Background: an optimization exercise with open tools, aiming at small area, a short achievable clock period and few clock cycles. Do not read the settings as production practice.
The RTL was checked by simulation tests, not by an equivalence proof against the original design.
No activity file was given, so power comes from the tool's default toggle rates.

## cavlc_residual_top
module cavlc_residual_top (
	input  logic                       clk,
	input  logic                       rst_n,
	input  logic                       start_i,
	input  logic [256-1:0]    block_i,      
	input  logic                       flush_i,
	output logic                       busy_o,
	output logic [7:0]                 byte_o,
	output logic                       byte_we_o,
	output logic                       block_done_o,
	output logic [9-1:0] block_bits_o
);
For scale: ~2,300 cells after synthesis, roughly 440 flip-flops, about 25,000 sq um of cells after synthesis.
==> flow/config.mk <==
export PLATFORM = sky130hd
export DESIGN_NAME = cavlc_residual_top
export DESIGN_NICKNAME = cavlc_residual_top
export VERILOG_FILES = /design/flow/design.v
export SDC_FILE = /design/flow/constraint.sdc
export NUM_CORES = 4
export LEC_CHECK = 0
export CAP_MARGIN = 20
export CORE_MARGIN = 2
export CORE_UTILIZATION = 40
export SETUP_SLACK_MARGIN = 5
export SLEW_MARGIN = 20
==> flow/constraint.sdc <==
create_clock -name core_clock -period 11.0 [get_ports {clk}]
set_input_delay 2.2000 -clock core_clock [delete_from_list [all_inputs] [get_ports {clk}]]
set_output_delay 2.2000 -clock core_clock [all_outputs]
set_load 0.01 [all_outputs]
run.sh (not shown) runs the stock make flow with config.mk's settings and CLKGATE_MAP_FILE= SYNTH_SCRIPT=/design/flow/synth_recipe.tcl, a recipe that flattens the netlist after the stock synthesis.
Testbench counts at the start, summed over its fixed seeds: cycles 6,765.
==> next run, changes <==
CORE_UTILIZATION = 65   (was 40)
PLACE_DENSITY = 0.75   (was default)
The changed run passed the timing, design-rule and antenna checks.
Worst setup slack degrades by 0.26 ns.
Hold slack improves by 0.0082 ns.
Synthesized cell count does not change.
Register-to-register slack is worse by 0.09 ns.
Total power falls slightly.
Combinational power barely changes.
==> next run, changes <==
CAP_MARGIN = 60   (was 20)
CORE_UTILIZATION = 40   (was 65)
PLACE_DENSITY = default   (was 0.75)
SLEW_MARGIN = 60   (was 20)
Result: Routed wire length goes up by 3.8%; non-clock buffer count increases by 26; global-route usage goes down by 14 points; sequential cell count does not change; register-to-register slack gains 0.14 ns; via count drops by 4.0%; worst setup slack gets better by 0.27 ns; fmax came out higher by 5.1%; sequential power came out lower by about 3%; die area rises by 61%.
==> next run, changes <==
CAP_MARGIN = 20   (was 60)
SETUP_SLACK_MARGIN = default   (was 5)
SLEW_MARGIN = 20   (was 60)
Effect: The new run finished clean; cell area is lower by 2.2%; non-clock buffer count came out lower by 18; count of clock-buffer cells in the layout increases by 7; sequential power came out higher by about 1%; sequential cell count is unchanged; total power shrinks by 2.6%; worst setup slack is worse by 0.12 ns; maximum frequency fell by 2.2%; core utilization falls by 1.1 points.

---

== before ==
Another version of the RTL of cavlc_residual_top (not shown whole).
For scale: about 2300 cells after synthesis, roughly 450 flip-flops, roughly 280 I/O pins.
make LEC_CHECK=0 CAP_MARGIN=20 CORE_MARGIN=2 CORE_UTILIZATION=40 SETUP_SLACK_MARGIN=5 SLEW_MARGIN=20 finish   # period 11.0 ns
before: done, clean on timing, DRC and antenna
Testbench counts of before, summed over its fixed seeds: cycles 6,765.
--- input diff before..after ---
# before
export LEC_CHECK = 0
export CAP_MARGIN = 20
export CORE_MARGIN = 2
export CORE_UTILIZATION = 40
export SETUP_SLACK_MARGIN = 5
export SLEW_MARGIN = 20
create_clock -name core_clock -period 11.0 [get_ports {clk}]
# after
export LEC_CHECK = 0
export ABC_AREA = 1
export CAP_MARGIN = 20
export CORE_MARGIN = 2
export CORE_UTILIZATION = 40
export SETUP_SLACK_MARGIN = 5
export SLEW_MARGIN = 20
create_clock -name core_clock -period 11.0 [get_ports {clk}]
- Both conditions hold for after: the flow ran to the end and the final layout passed the timing, design-rule and antenna checks.
- | share of synthesized area occupied by flip-flops and latches | after vs before | 2.0 points lower |
- Going from before to after, full die area went up, wire length reported by the detailed router saw an increase.
- after ended with more simple-gate portion of the synthesized area than before.
- Mean post-synth cell area in after is 19% below before.
- On area growth from synthesis to final layout, before and after are basically level.
- From after to before, total clock sinks did not move at all.
- On post-route setup TNS, before and after are neck and neck.
- Sort before and after by total number of cells along the worst setup path asc -> top: before

---

## JK
cavlc_residual_top, a different RTL version from the one above (not shown whole).
For scale: ~490 flip-flops, ~280 I/O pins.
clock: 11.0 ns
lec_check: 0
cap_margin: 20
core_margin: 2
core_utilization: 40
setup_slack_margin: 5
slew_margin: 60
standard.sh (not shown) runs the stock make flow with config.mk's settings and CLKGATE_MAP_FILE= SYNTH_SCRIPT=/design/flow/synth_recipe.tcl, a recipe that flattens the netlist after the stock synthesis.
==> flow/flow/run.sh <==
#!/bin/bash
# The standard layout (the standard.sh, all steps unchanged), with
# the port buffers that global placement inserts made of buf_1 cells
# instead of the delay buffers buffer_ports picks by default. Every
# input and output port still gets its own buffer.
set -o pipefail
export BUFFER_PORTS_ARGS="-buffer_cell sky130_fd_sc_hd__buf_1"
cp standard.sh standard_copy.sh.txt
bash standard.sh > standard.log 2>&1
Testbench counts of JK, summed over its fixed seeds: cycles 5,736.
The inputs of MS differ from those of JK as listed below.
# JK
export LEC_CHECK = 0
export CAP_MARGIN = 20
export CORE_MARGIN = 2
export CORE_UTILIZATION = 40
export SETUP_SLACK_MARGIN = 5
export SLEW_MARGIN = 60
create_clock -name core_clock -period 11.0 [get_ports {clk}]
# MS
export LEC_CHECK = 0
export CAP_MARGIN = 20
export CORE_MARGIN = 2
export CORE_UTILIZATION = 55
export PLACE_DENSITY = 0.68
export SETUP_SLACK_MARGIN = 5
export SLEW_MARGIN = 20
create_clock -name core_clock -period 11.0 [get_ports {clk}]
Results
Looking only at sequential cell fraction of total power, and setting everything else aside, the lower value of MS and JK goes to JK. Delta (MS minus JK): maximum frequency up 0.00093 GHz, area after detailed placement down about 2.2%, clock power share down 1.0 points, sum of routed wire segments on met1 down about 6%, post-detailed-routing wire length down about 4.3%. Summary of MS over JK: synthesized area shows no meaningful change; average routed wire per standard cell shows an increase of 0.67 um; die area shows a reduction of 0.019 mm^2; final area shows a reduction of 990 um^2; post-route DRC violation count shows no meaningful change.
### MS -> AL
# MS
export LEC_CHECK = 0
export CAP_MARGIN = 20
export CORE_MARGIN = 2
export CORE_UTILIZATION = 55
export PLACE_DENSITY = 0.68
export SETUP_SLACK_MARGIN = 5
export SLEW_MARGIN = 20
create_clock -name core_clock -period 11.0 [get_ports {clk}]
# AL
export LEC_CHECK = 0
export CAP_MARGIN = 20
export CORE_MARGIN = 2
export CORE_UTILIZATION = 40
export SETUP_SLACK_MARGIN = 5
export SLEW_MARGIN = 20
create_clock -name core_clock -period 11.0 [get_ports {clk}]
Results
Between MS and AL, the highest net fanout along the worst path does not differ in any meaningful way. Of MS and AL, the higher fraction of power consumed by sequential logic belongs to MS. Diff MS -> AL: final non-filler cell area shows an increase of 1.7%; first-iteration DRC count shows an increase of about 6.5%; number of buffers inserted during clock tree synthesis shows an increase of 2. Between MS and AL, the cell count went up. The higher initial antenna violation count of MS and AL is in AL.
For TR, these inputs were changed with respect to AL:
==> flow/run.sh (new file) <==
#!/bin/bash
# synth_recipe.tcl (not shown) runs the flow's synth.tcl, then flattens the netlist and writes it again
# the make line also repeats each setting of config.mk as NAME=value (left out here)
make -C /OpenROAD-flow-scripts/flow DESIGN_CONFIG=/design/flow/config.mk WORK_HOME=/design/flow/orfs CLKGATE_MAP_FILE= SYNTH_SCRIPT=/design/flow/synth_recipe.tcl finish
removed: flow/flow/run.sh
removed: flow/standard.sh
--- outcome ---
- Relative to AL, the global-route usage of TR is higher by 0.65 points.
- Share of power burned in combinational logic: TR vs AL, no meaningful difference
- Flip-flop and latch count across TR and AL: no real change.

---

Another version of the RTL of cavlc_residual_top (not shown whole).
Size in the first run: ~2400 cells after synthesis, ~280 I/O pins, roughly 27000 sq um of cells after synthesis.
clock: 11.0 ns
lec_check: 0
cap_margin: 20
core_margin: 2
core_utilization: 55
place_density: 0.68
setup_slack_margin: 5
slew_margin: 20
==> flow/flow/run.sh <==
#!/bin/bash
# The standard layout (the standard.sh, all steps unchanged), with
# the port buffers that global placement inserts made of buf_1 cells
# instead of the delay buffers buffer_ports picks by default. Every
# input and output port still gets its own buffer.
set -o pipefail
export BUFFER_PORTS_ARGS="-buffer_cell sky130_fd_sc_hd__buf_1"
cp standard.sh standard_copy.sh.txt
bash standard.sh > standard.log 2>&1
The starting point went through all stages and came out clean.
Testbench counts at the start, summed over its fixed seeds: cycles 5,598.
Edit:
CORE_UTILIZATION = 65   (was 55)
PLACE_DENSITY = 0.78   (was 0.68)
Outcome:
- worst setup slack improved by 0.049 ns
- hold slack improved by 0.0057 ns
- via count climbs by 1.9%

==> port drivers added, routing unchanged <==
How much do the figures lean on ideal ports? The routed layouts below were timed once more, with nothing changed but the port constraints.
Step 1 (the two cells are an assumption about what drives the block):
set clk [get_ports {clk}]
set_driving_cell -lib_cell sky130_fd_sc_hd__clkbuf_16 $clk
set_driving_cell -lib_cell sky130_fd_sc_hd__buf_2 [delete_from_list [all_inputs] $clk]
Step 2 also shifts input and output timing later by t, the mid clock arrival at the registers, as if the neighbouring blocks saw the same clock.
Three values: ideal ports, drivers, drivers and shift; two values: the first two.
run	t (ns)	setup WS [ns]	hold slack, ns	clock arrival spread, ns	worst data-port slew with drivers (ns)
the first run of note 1	0.675	5.807 / 5.842 / 5.167	0.428 / 0.428 / 0.428	0.046 / 0.046	0.09
the second run of note 1	0.635	5.551 / 5.584 / 4.950	0.436 / 0.436 / 0.436	0.022 / 0.021	0.08
the third run of note 1	0.676	5.817 / 5.853 / 5.177	0.429 / 0.429 / 0.429	0.033 / 0.032	0.09
the fourth run of note 1	0.669	5.700 / 5.700 / 5.120	0.409 / 0.409 / 0.409	0.040 / 0.040	0.09
before	0.650	5.335 / 5.335 / 4.802	0.438 / 0.438 / 0.438	0.035 / 0.036	0.10
after	0.665	5.987 / 5.987 / 5.378	0.419 / 0.419 / 0.419	0.030 / 0.030	0.07
JK	0.675	6.293 / 6.293 / 6.208	0.418 / 0.418 / 0.418	0.067 / 0.067	0.08
MS	0.657	6.313 / 6.313 / 6.064	0.429 / 0.429 / 0.429	0.023 / 0.023	0.07
AL	0.670	6.261 / 6.261 / 5.973	0.418 / 0.418 / 0.418	0.071 / 0.071	0.08
TR	0.673	6.189 / 6.189 / 5.637	0.419 / 0.419 / 0.419	0.025 / 0.025	0.08
the first run of note 4	0.663	5.845 / 5.845 / 5.845	0.416 / 0.416 / 0.416	0.018 / 0.018	0.10
the second run of note 4	0.645	5.894 / 5.894 / 5.894	0.422 / 0.422 / 0.422	0.021 / 0.021	0.09
After both steps every run listed still meets setup and hold.
